Source: an optimization exercise on an open RTL-to-GDS flow (aim: small area, a short achievable clock period and few clock cycles). Production flows keep margins and buffers that such runs may drop. No activity file was given, so power comes from the tool's default toggle rates.

==> v36 <==
==> flow/design.v <==
package buffer_pkg;
	typedef logic [8-1:0] lane_t;
	typedef logic [4*8-1:0] word_t;
	typedef logic [$clog2(4*32)-1:0] buf_addr_t;
endpackage
package window_pkg;
	typedef logic [$clog2(32+1)-1:0] dim_t;
	typedef enum logic {
		STRIDE_1 = 1'b0,
		STRIDE_2 = 1'b1
	} stride_e;
	typedef enum logic [1:0] {
		WR_IDLE  = 2'd0,
		WR_FILL  = 2'd1,
		WR_DRAIN = 2'd2  
	} wr_state_e;
	typedef enum logic [1:0] {
		RD_IDLE = 2'd0,
		RD_WAIT = 2'd1,  
		RD_SCAN = 2'd2
	} rd_state_e;
endpackage
`timescale 1ns/1ps
module conv_feeder (
	input  logic        clk,
	input  logic        rst,
	input  logic        i_start,
	input  logic [5:0]  i_cols,
	input  logic [5:0]  i_rows,
	input  logic        i_stride,
	input  logic        i_valid,
	input  logic [31:0] i_data,
	output logic        o_full,
	output logic        o_valid,
	output logic [31:0] o_lane_data,
	output logic        o_done
);
	logic       busy;
	logic [5:0] g_cols;
	logic [5:0] g_rows;
	logic       g_s2;
	logic [4:0] g_ocm1;  
	logic [4:0] g_orm1;  
	logic acc_all;   
	logic acc_all2;  
	logic        s_v;
	logic [31:0] s_d;
	logic [5:0]  p_row;
	logic [5:0]  p_col;
	logic [4:0]  p_d;  
	logic [4:0] tau;
	logic [4:0] e_d;  
	logic [4:0] e_y;
	logic [4:0] e_x;
	logic [1:0] e_r;  
	logic [1:0] e_c;  
	logic       e_done;
	logic [31:0] bw [3];
	logic [1:0]  b_cnt;
	logic [5:0]  b_col;  
	logic m_wr_en;  
	logic [31:0] ring_a [32];
	logic [31:0] ring_b [32];
	logic idle;
	logic start;
	assign idle = !busy || (e_done && acc_all2);
	assign start = idle && i_start;
	logic [5:0] sx;    
	logic [4:0] d;     
	assign sx = g_s2 ? {e_x, 1'b0} : {1'b0, e_x};
	assign d = e_d;
	logic last_x, last_y;
	assign last_x = (e_x == g_ocm1);
	assign last_y = (e_y == g_orm1);
	logic t_is_b;  
	assign t_is_b = !g_s2 && e_y[0];
	logic fill_done;
	assign fill_done = (p_row[5:1] != 5'd0);
	logic b_eq;
	logic bw_ok;
	assign b_eq = (b_col == sx);
	assign bw_ok = (b_cnt == 2'd3) && b_eq;
	logic emit;
	always_comb begin
		emit = 1'b0;
		if (busy && !e_done) begin
			case (e_r)
				2'd0: emit = fill_done && (d[2:0] == 3'd3);
				2'd1: emit = bw_ok && (d[2:0] == 3'd0);
				default: emit = bw_ok;
			endcase
		end
	end
	logic win_end;
	assign win_end = emit && (e_r == 2'd2) && (e_c == 2'd2);
	logic bw_wr;
	assign bw_wr = emit && (e_r == 2'd1) &&
		(last_x || (e_c == 2'd0) || (g_s2 && (e_c == 2'd1)));
	logic        pix_v;
	logic [31:0] pix_d;
	logic        p_al;
	assign pix_v = s_v || (i_valid && busy && !acc_all);
	assign pix_d = s_v ? s_d : i_data;
	assign p_al = (p_d[2:0] == 3'd0);
	logic [5:0] max_row2;  
	logic [5:0] max_col2;  
	assign max_row2 = {g_orm1, 1'b0} + 6'd2;
	assign max_col2 = {g_ocm1, 1'b0} + 6'd2;
	logic r_fill, r_bot, r_mrow;
	always_comb begin
		r_fill = (p_row < 6'd2);
		r_bot = 1'b0;
		r_mrow = 1'b0;
		if (!r_fill) begin
			if (!g_s2) begin
				r_bot = 1'b1;
			end else if (!p_row[0]) begin
				r_bot = (p_row <= max_row2) && (p_col <= max_col2);
			end else begin
				r_mrow = (p_row < max_row2);
			end
		end
	end
	logic drop_ok;
	assign drop_ok = (b_cnt != 2'd3) || !b_eq;
	logic bw_in;    
	logic in_wr;    
	logic consume;
	always_comb begin
		bw_in = 1'b0;
		in_wr = 1'b0;
		consume = 1'b0;
		if (pix_v) begin
			if (r_fill) begin
				in_wr = p_al;
				consume = p_al;
			end else if (r_bot) begin
				bw_in = drop_ok;
				consume = drop_ok;
			end else if (r_mrow) begin
				in_wr = p_al && (m_wr_en || (p_col < sx));
				consume = in_wr;
			end else begin
				consume = 1'b1;  
			end
		end
	end
	assign o_full = s_v;
	logic accept;
	assign accept = i_valid && !s_v && busy && !acc_all;
	logic p_wrap;
	logic last_acc;
	assign p_wrap = (p_col == g_cols - 6'd1);
	assign last_acc = (p_row == g_rows - 6'd1) && p_wrap;
	logic        wa_en, wb_en;
	logic [1:0]  wa_idx, wb_idx;
	logic [31:0] wa_data, wb_data;
	logic        in_b;
	assign in_b = (p_row != 6'd0);
	always_comb begin
		wa_en = bw_wr && !t_is_b;
		wa_idx = d[4:3];
		wa_data = bw[e_c];
		if (in_wr && !in_b) begin
			wa_en = 1'b1;
			wa_idx = p_d[4:3];
			wa_data = pix_d;
		end
		wb_en = bw_wr && t_is_b;
		wb_idx = d[4:3];
		wb_data = bw[e_c];
		if (in_wr && in_b) begin
			wb_en = 1'b1;
			wb_idx = p_d[4:3];
			wb_data = pix_d;
		end
	end
	logic [31:0] rd;
	always_comb begin
		case (e_r)
			2'd0: rd = t_is_b ? ring_b[{d[4:3], 3'd3}] : ring_a[{d[4:3], 3'd3}];
			2'd1: rd = t_is_b ? ring_a[{d[4:3], 3'd0}] : ring_b[{d[4:3], 3'd0}];
			default: rd = bw[e_c];
		endcase
	end
	always_ff @(posedge clk) begin
		for (int k = 0; k < 32; k++) begin
			if ((k % 8) == 7 && wa_en && wa_idx == 2'(((k + 1) / 8) % 4))
				ring_a[k] <= wa_data;
			else
				ring_a[k] <= ring_a[(k + 1) % 32];
			if ((k % 8) == 7 && wb_en && wb_idx == 2'(((k + 1) / 8) % 4))
				ring_b[k] <= wb_data;
			else
				ring_b[k] <= ring_b[(k + 1) % 32];
		end
	end
	always_ff @(posedge clk) begin
		if (rst) begin
			busy <= 1'b0;
			s_v <= 1'b0;
			e_done <= 1'b0;
			acc_all <= 1'b0;
			acc_all2 <= 1'b0;
			tau <= '0;
			m_wr_en <= 1'b0;
			b_cnt <= '0;
		end else begin
			tau <= tau + 5'd1;
			acc_all2 <= acc_all;
			if (start) begin
				busy <= 1'b1;
				g_cols <= i_cols;
				g_rows <= i_rows;
				g_s2 <= i_stride;
				g_ocm1 <= i_stride ? 5'((i_cols - 6'd3) >> 1) : 5'(i_cols - 6'd3);
				g_orm1 <= i_stride ? 5'((i_rows - 6'd3) >> 1) : 5'(i_rows - 6'd3);
				acc_all <= 1'b0;
				acc_all2 <= 1'b0;
				s_v <= 1'b0;
				p_row <= '0;
				p_col <= '0;
				tau <= 5'd31;
				p_d <= 5'd1;   
				e_d <= 5'd1;
				e_y <= '0;
				e_x <= '0;
				e_r <= '0;
				e_c <= '0;
				e_done <= 1'b0;
				b_cnt <= '0;
				b_col <= '0;
				m_wr_en <= 1'b0;
			end else begin
				if (accept && last_acc)
					acc_all <= 1'b1;
				if (consume) begin
					if (p_wrap) begin
						p_col <= '0;
						p_row <= p_row + 6'd1;
						p_d <= ~tau;
					end
					else begin
						p_col <= p_col + 6'd1;
					end
				end else begin
					p_d <= p_d - 5'd1;
				end
				if (consume)
					s_v <= 1'b0;
				else if (accept)
					s_v <= 1'b1;
				if (emit && last_x && e_r == 2'd1 && e_c == 2'd2)
					m_wr_en <= 1'b1;
				else if (in_wr && r_mrow && p_col == g_cols - 6'd1)
					m_wr_en <= 1'b0;
				if (win_end && last_x) begin
					b_cnt <= '0;
					b_col <= '0;
				end else if (bw_in) begin
					if (b_cnt != 2'd3)
						b_cnt <= b_cnt + 2'd1;
					else
						b_col <= b_col + 6'd1;
				end
				if (!emit)
					e_d <= e_d - 5'd1;
				if (emit) begin
					if (e_c != 2'd2) begin
						e_c <= e_c + 2'd1;
					end else begin
						e_c <= '0;
						if (e_r != 2'd2) begin
							e_r <= e_r + 2'd1;
							e_d <= e_d - 5'd3;
						end else begin
							e_r <= '0;
							if (!last_x) begin
								e_x <= e_x + 5'd1;
								e_d <= g_s2 ? e_d - 5'd1 : e_d - 5'd2;
							end else begin
								e_x <= '0;
								e_d <= ~tau;
								if (last_y)
									e_done <= 1'b1;
								else
									e_y <= e_y + 5'd1;
							end
						end
					end
				end
			end
		end
	end
	always_ff @(posedge clk) begin
		if (!s_v)
			s_d <= i_data;
		if (bw_in) begin
			bw[0] <= bw[1];
			bw[1] <= bw[2];
			bw[2] <= pix_d;
		end
	end
	logic [31:0] out_q;
	logic        out_v;
	logic        out_last;
	logic [7:0]  l1_q;
	logic [7:0]  l2_q [2];
	logic [7:0]  l3_q [3];
	always_ff @(posedge clk) begin
		if (rst) begin
			out_v <= 1'b0;
			out_last <= 1'b0;
		end else begin
			out_v <= emit;
			out_last <= win_end && last_x && last_y;
		end
	end
	always_ff @(posedge clk) begin
		out_q <= rd;
		l1_q <= out_q[15:8];
		l2_q[0] <= out_q[23:16];
		l2_q[1] <= l2_q[0];
		l3_q[0] <= out_q[31:24];
		l3_q[1] <= l3_q[0];
		l3_q[2] <= l3_q[1];
	end
	assign o_valid = out_v;
	assign o_done = out_last;
	assign o_lane_data = {l3_q[2], l2_q[1], l1_q, out_q[7:0]};
endmodule
==> flow/run.sh <==
#!/bin/bash
# synth_recipe.tcl (not shown) runs the flow's synth.tcl, then flattens the netlist and writes it again
# the make line also repeats each setting of config.mk as NAME=value (left out here)
make -C /OpenROAD-flow-scripts/flow DESIGN_CONFIG=/design/flow/config.mk WORK_HOME=/design/flow/orfs CLKGATE_MAP_FILE= SYNTH_SCRIPT=/design/flow/synth_recipe.tcl finish
==> flow/config.mk <==
export PLATFORM = sky130hd
export DESIGN_NAME = conv_feeder
export DESIGN_NICKNAME = conv_feeder
export VERILOG_FILES = /design/flow/design.v
export SDC_FILE = /design/flow/constraint.sdc
export NUM_CORES = 4
export LEC_CHECK = 0
export CAP_MARGIN = 20
export CORE_MARGIN = 2
export CORE_UTILIZATION = 40
export SLEW_MARGIN = 20
==> flow/constraint.sdc <==
create_clock -name core_clock -period 6.0 [get_ports {clk}]
set_input_delay 1.2000 -clock core_clock [delete_from_list [all_inputs] [get_ports {clk}]]
set_output_delay 1.2000 -clock core_clock [all_outputs]
set_load 0.01 [all_outputs]
==> inputs of v6, as changes to v36 <==
--- a/flow/design.v
+++ b/flow/design.v
@@ -36,11 +36,10 @@
 	output logic        o_done
 );
 	logic       busy;
-	logic [5:0] g_cols;
-	logic [5:0] g_rows;
+	logic [5:0] g_cm1;  
+	logic [5:0] g_rm1;  
 	logic       g_s2;
 	logic [4:0] g_ocm1;  
-	logic [4:0] g_orm1;  
 	logic acc_all;   
 	logic acc_all2;  
 	logic        s_v;
@@ -50,14 +49,17 @@
 	logic [4:0]  p_d;  
 	logic [4:0] tau;
 	logic [4:0] e_d;  
-	logic [4:0] e_y;
-	logic [4:0] e_x;
+	logic       e_odd;  
+	logic [4:0] x_rem;  
+	logic [4:0] y_rem;  
+	logic       last_x;
+	logic       last_y;
 	logic [1:0] e_r;  
 	logic [1:0] e_c;  
 	logic       e_done;
 	logic [31:0] bw [3];
 	logic [1:0]  b_cnt;
-	logic [5:0]  b_col;  
+	logic [1:0]  b_lag;  
 	logic m_wr_en;  
 	logic [31:0] ring_a [32];
 	logic [31:0] ring_b [32];
@@ -65,20 +67,14 @@
 	logic start;
 	assign idle = !busy || (e_done && acc_all2);
 	assign start = idle && i_start;
-	logic [5:0] sx;    
 	logic [4:0] d;     
-	assign sx = g_s2 ? {e_x, 1'b0} : {1'b0, e_x};
 	assign d = e_d;
-	logic last_x, last_y;
-	assign last_x = (e_x == g_ocm1);
-	assign last_y = (e_y == g_orm1);
 	logic t_is_b;  
-	assign t_is_b = !g_s2 && e_y[0];
-	logic fill_done;
-	assign fill_done = (p_row[5:1] != 5'd0);
+	assign t_is_b = !g_s2 && e_odd;
+	logic fill_done;  
 	logic b_eq;
 	logic bw_ok;
-	assign b_eq = (b_col == sx);
+	assign b_eq = (b_lag == 2'd0);
 	assign bw_ok = (b_cnt == 2'd3) && b_eq;
 	logic emit;
 	always_comb begin
@@ -102,23 +98,28 @@
 	assign pix_v = s_v || (i_valid && busy && !acc_all);
 	assign pix_d = s_v ? s_d : i_data;
 	assign p_al = (p_d[2:0] == 3'd0);
-	logic [5:0] max_row2;  
-	logic [5:0] max_col2;  
-	assign max_row2 = {g_orm1, 1'b0} + 6'd2;
-	assign max_col2 = {g_ocm1, 1'b0} + 6'd2;
+	logic [5:0] g_mrow2;   
+	logic [5:0] g_mcol2;   
+	logic [5:0] g_elim;    
+	logic k_fill, k_bot, k_mrow;
+	logic c_in;    
+	logic c_lt;    
 	logic r_fill, r_bot, r_mrow;
+	assign r_fill = k_fill;
+	assign r_bot = k_bot && c_in;
+	assign r_mrow = k_mrow;
+	logic n_fill, n_bot, n_mrow;
 	always_comb begin
-		r_fill = (p_row < 6'd2);
-		r_bot = 1'b0;
-		r_mrow = 1'b0;
-		if (!r_fill) begin
-			if (!g_s2) begin
-				r_bot = 1'b1;
-			end else if (!p_row[0]) begin
-				r_bot = (p_row <= max_row2) && (p_col <= max_col2);
-			end else begin
-				r_mrow = (p_row < max_row2);
-			end
+		n_fill = (p_row == 6'd0);
+		n_bot = 1'b0;
+		n_mrow = 1'b0;
+		if (!n_fill) begin
+			if (!g_s2)
+				n_bot = 1'b1;
+			else if (p_row[0])
+				n_bot = (p_row < g_mrow2);
+			else
+				n_mrow = (p_row + 6'd1 < g_mrow2);
 		end
 	end
 	logic drop_ok;
@@ -138,43 +139,63 @@
 				bw_in = drop_ok;
 				consume = drop_ok;
 			end else if (r_mrow) begin
-				in_wr = p_al && (m_wr_en || (p_col < sx));
+				in_wr = p_al && (m_wr_en || (last_x && c_lt));
 				consume = in_wr;
 			end else begin
 				consume = 1'b1;  
 			end
 		end
 	end
-	assign o_full = s_v;
+	logic full_q;
+	assign o_full = full_q;
 	logic accept;
 	assign accept = i_valid && !s_v && busy && !acc_all;
 	logic p_wrap;
 	logic last_acc;
-	assign p_wrap = (p_col == g_cols - 6'd1);
-	assign last_acc = (p_row == g_rows - 6'd1) && p_wrap;
+	assign p_wrap = (p_col == g_cm1);
+	assign last_acc = (p_row == g_rm1) && p_wrap;
 	logic        wa_en, wb_en;
 	logic [1:0]  wa_idx, wb_idx;
 	logic [31:0] wa_data, wb_data;
 	logic        in_b;
 	assign in_b = (p_row != 6'd0);
+	logic        wa_src, wb_src;  
 	always_comb begin
 		wa_en = bw_wr && !t_is_b;
 		wa_idx = d[4:3];
-		wa_data = bw[e_c];
+		wa_src = 1'b0;
 		if (in_wr && !in_b) begin
 			wa_en = 1'b1;
 			wa_idx = p_d[4:3];
-			wa_data = pix_d;
+			wa_src = 1'b1;
 		end
 		wb_en = bw_wr && t_is_b;
 		wb_idx = d[4:3];
-		wb_data = bw[e_c];
+		wb_src = 1'b0;
 		if (in_wr && in_b) begin
 			wb_en = 1'b1;
 			wb_idx = p_d[4:3];
-			wb_data = pix_d;
+			wb_src = 1'b1;
+		end
+	end
+	logic [3:0]  qa_sel, qb_sel;
+	logic        qa_src, qb_src;
+	logic [1:0]  q_ec;
+	always_ff @(posedge clk) begin
+		for (int k = 0; k < 4; k++) begin
+			qa_sel[k] <= wa_en && (wa_idx == 2'(k));
+			qb_sel[k] <= wb_en && (wb_idx == 2'(k));
 		end
+		qa_src <= wa_src;
+		qb_src <= wb_src;
+		q_ec <= e_c;
 	end
+	logic [31:0] q_pix;
+	assign q_pix = s_d;
+	logic [31:0] q_bw;
+	assign q_bw = bw[q_ec];
+	assign wa_data = qa_src ? q_pix : q_bw;
+	assign wb_data = qb_src ? q_pix : q_bw;
 	logic [31:0] rd;
 	always_comb begin
 		case (e_r)
@@ -185,20 +206,24 @@
 	end
 	always_ff @(posedge clk) begin
 		for (int k = 0; k < 32; k++) begin
-			if ((k % 8) == 7 && wa_en && wa_idx == 2'(((k + 1) / 8) % 4))
+			if ((k % 8) == 6 && qa_sel[((k + 2) / 8) % 4])
 				ring_a[k] <= wa_data;
 			else
 				ring_a[k] <= ring_a[(k + 1) % 32];
-			if ((k % 8) == 7 && wb_en && wb_idx == 2'(((k + 1) / 8) % 4))
+			if ((k % 8) == 6 && qb_sel[((k + 2) / 8) % 4])
 				ring_b[k] <= wb_data;
 			else
 				ring_b[k] <= ring_b[(k + 1) % 32];
 		end
 	end
+	logic [4:0] n_ocm1, n_orm1;
+	assign n_ocm1 = i_stride ? 5'((i_cols - 6'd3) >> 1) : 5'(i_cols - 6'd3);
+	assign n_orm1 = i_stride ? 5'((i_rows - 6'd3) >> 1) : 5'(i_rows - 6'd3);
 	always_ff @(posedge clk) begin
 		if (rst) begin
 			busy <= 1'b0;
 			s_v <= 1'b0;
+			full_q <= 1'b0;
 			e_done <= 1'b0;
 			acc_all <= 1'b0;
 			acc_all2 <= 1'b0;
@@ -210,26 +235,38 @@
 			acc_all2 <= acc_all;
 			if (start) begin
 				busy <= 1'b1;
-				g_cols <= i_cols;
-				g_rows <= i_rows;
+				g_cm1 <= i_cols - 6'd1;
+				g_rm1 <= i_rows - 6'd1;
 				g_s2 <= i_stride;
-				g_ocm1 <= i_stride ? 5'((i_cols - 6'd3) >> 1) : 5'(i_cols - 6'd3);
-				g_orm1 <= i_stride ? 5'((i_rows - 6'd3) >> 1) : 5'(i_rows - 6'd3);
+				g_ocm1 <= n_ocm1;
 				acc_all <= 1'b0;
 				acc_all2 <= 1'b0;
 				s_v <= 1'b0;
+				full_q <= 1'b0;
 				p_row <= '0;
 				p_col <= '0;
-				tau <= 5'd31;
-				p_d <= 5'd1;   
-				e_d <= 5'd1;
-				e_y <= '0;
-				e_x <= '0;
+				k_fill <= 1'b1;
+				k_bot <= 1'b0;
+				k_mrow <= 1'b0;
+				c_in <= 1'b1;
+				c_lt <= (n_ocm1 != 5'd0);
+				fill_done <= 1'b0;
+				g_mrow2 <= {n_orm1, 1'b0} + 6'd2;
+				g_mcol2 <= {n_ocm1, 1'b0} + 6'd2;
+				g_elim <= {n_ocm1, 1'b0};
+				tau <= 5'd0;   
+				p_d <= 5'd0;
+				e_d <= 5'd0;
+				e_odd <= 1'b0;
+				x_rem <= n_ocm1;
+				y_rem <= n_orm1;
+				last_x <= (n_ocm1 == 5'd0);
+				last_y <= (n_orm1 == 5'd0);
 				e_r <= '0;
 				e_c <= '0;
 				e_done <= 1'b0;
 				b_cnt <= '0;
-				b_col <= '0;
+				b_lag <= '0;
 				m_wr_en <= 1'b0;
 			end else begin
 				if (accept && last_acc)
@@ -239,9 +276,20 @@
 						p_col <= '0;
 						p_row <= p_row + 6'd1;
 						p_d <= ~tau;
+						k_fill <= n_fill;
+						k_bot <= n_bot;
+						k_mrow <= n_mrow;
+						c_in <= 1'b1;
+						c_lt <= (g_elim != 6'd0);
+						if (p_row == 6'd1)
+							fill_done <= 1'b1;
 					end
 					else begin
 						p_col <= p_col + 6'd1;
+						if (g_s2 && p_col == g_mcol2)
+							c_in <= 1'b0;
+						if (p_col + 6'd1 == g_elim)
+							c_lt <= 1'b0;
 					end
 				end else begin
 					p_d <= p_d - 5'd1;
@@ -250,18 +298,21 @@
 					s_v <= 1'b0;
 				else if (accept)
 					s_v <= 1'b1;
+				full_q <= (!consume && (accept || s_v)) || acc_all || (accept && last_acc);
 				if (emit && last_x && e_r == 2'd1 && e_c == 2'd2)
 					m_wr_en <= 1'b1;
-				else if (in_wr && r_mrow && p_col == g_cols - 6'd1)
+				else if (in_wr && r_mrow && p_wrap)
 					m_wr_en <= 1'b0;
 				if (win_end && last_x) begin
 					b_cnt <= '0;
-					b_col <= '0;
+					b_lag <= '0;
+				end else if (win_end) begin
+					b_lag <= g_s2 ? 2'd2 : 2'd1;
 				end else if (bw_in) begin
 					if (b_cnt != 2'd3)
 						b_cnt <= b_cnt + 2'd1;
 					else
-						b_col <= b_col + 6'd1;
+						b_lag <= b_lag - 2'd1;
 				end
 				if (!emit)
 					e_d <= e_d - 5'd1;
@@ -276,15 +327,20 @@
 						end else begin
 							e_r <= '0;
 							if (!last_x) begin
-								e_x <= e_x + 5'd1;
+								x_rem <= x_rem - 5'd1;
+								last_x <= (x_rem == 5'd1);
 								e_d <= g_s2 ? e_d - 5'd1 : e_d - 5'd2;
 							end else begin
-								e_x <= '0;
+								x_rem <= g_ocm1;
+								last_x <= (g_ocm1 == 5'd0);
 								e_d <= ~tau;
-								if (last_y)
+								if (last_y) begin
 									e_done <= 1'b1;
-								else
-									e_y <= e_y + 5'd1;
+								end else begin
+									e_odd <= !e_odd;
+									y_rem <= y_rem - 5'd1;
+									last_y <= (y_rem == 5'd1);
+								end
 							end
 						end
 					end
--- a/flow/config.mk
+++ b/flow/config.mk
@@ -8,4 +8,7 @@
 export CAP_MARGIN = 20
 export CORE_MARGIN = 2
 export CORE_UTILIZATION = 40
+export CTS_CLUSTER_DIAMETER = 120
+export CTS_CLUSTER_SIZE = 30
+export SETUP_SLACK_MARGIN = 3.7
 export SLEW_MARGIN = 20
==> notes <==
- Of v6 and v36, v36 has the higher die area (gap about 0.7%, measured against v36).
- Of v36 and v6, v6 has the higher combinational power (gap about 24%, measured against v6).
- Against v36, the register-to-register slack of v6 is better by 2100 ps.
- Sequential power is about the same in v6 and v36.
- Power: v36 is higher than v6 (23%).
- Maximum frequency: v36 is smaller than v6 (43%).
- Clock skew: v36 is higher than v6 (12 ps).
- Of v6 and v36, v6 has the higher final cell count (gap about 1.4%, measured against v36).
==> figures <==
	v36	v6
Outcome	no timing/DRC/antenna violations	no timing/DRC/antenna violations
Synth Area in Simple Gates	4.743%	5.247%
Part of the total power dissipated in sequential elements	52.2%	65.7%
Floorplan die area	158,300 µm²	157,100 µm²
Power Density	423.8 nW/µm²	364.7 nW/µm²
Setup slack after placement	1422 ps	2316 ps
Clock sink count	2,336	2,359
Mux contribution to synthesized area	9.030%	4.347%
Antenna violations before repair	4	9
Multi-input gate share of the layout cell area	17.66%	17.74%
Transition time of the tightest slew-check pin	1181 ps	1162 ps
Met1 layer usage reported by global route	22.55%	24.56%
Internal power consumption	0.02439 W	0.01958 W
Multi-input gates	1,490	1,780
Clock buf/inv share	10.26%	3.659%
Largest incremental delay on the critical path	830 ps	420 ps
Drt via density	4.655	4.801
No run of this note included a check of the RTL's function; only the layout flow was run.

-- static timing again, ports no longer ideal --
In the flow no input, the clock included, has a driving cell. The finished layouts below were timed again as built, in two steps.
Step 1: set_driving_cell puts a clkbuf_16 on clk and a buf_2 on each other input, an assumption about the parent block.
Step 2 also shifts input and output timing later by t, the mid clock arrival at the registers, as if the neighbouring blocks saw the same clock.
Three values: ideal, step 1, step 2; two values: the first two.
run	t, ns	setup slack, ns	latest minus earliest clock arrival (ns)	worst data-port slew with drivers (ns)	pins driven straight from the clock port
v36	0.881	1.647 / 1.647 / 1.433	0.055 / 0.055	0.08	1
v6	0.794	3.511 / 3.435 / 3.023	0.054 / 0.054	0.06	1
After both steps setup and hold are still met in every run listed. The setup slack of v6, which loses most, moves by -0.076 ns with the drivers and by -0.488 ns with both steps.
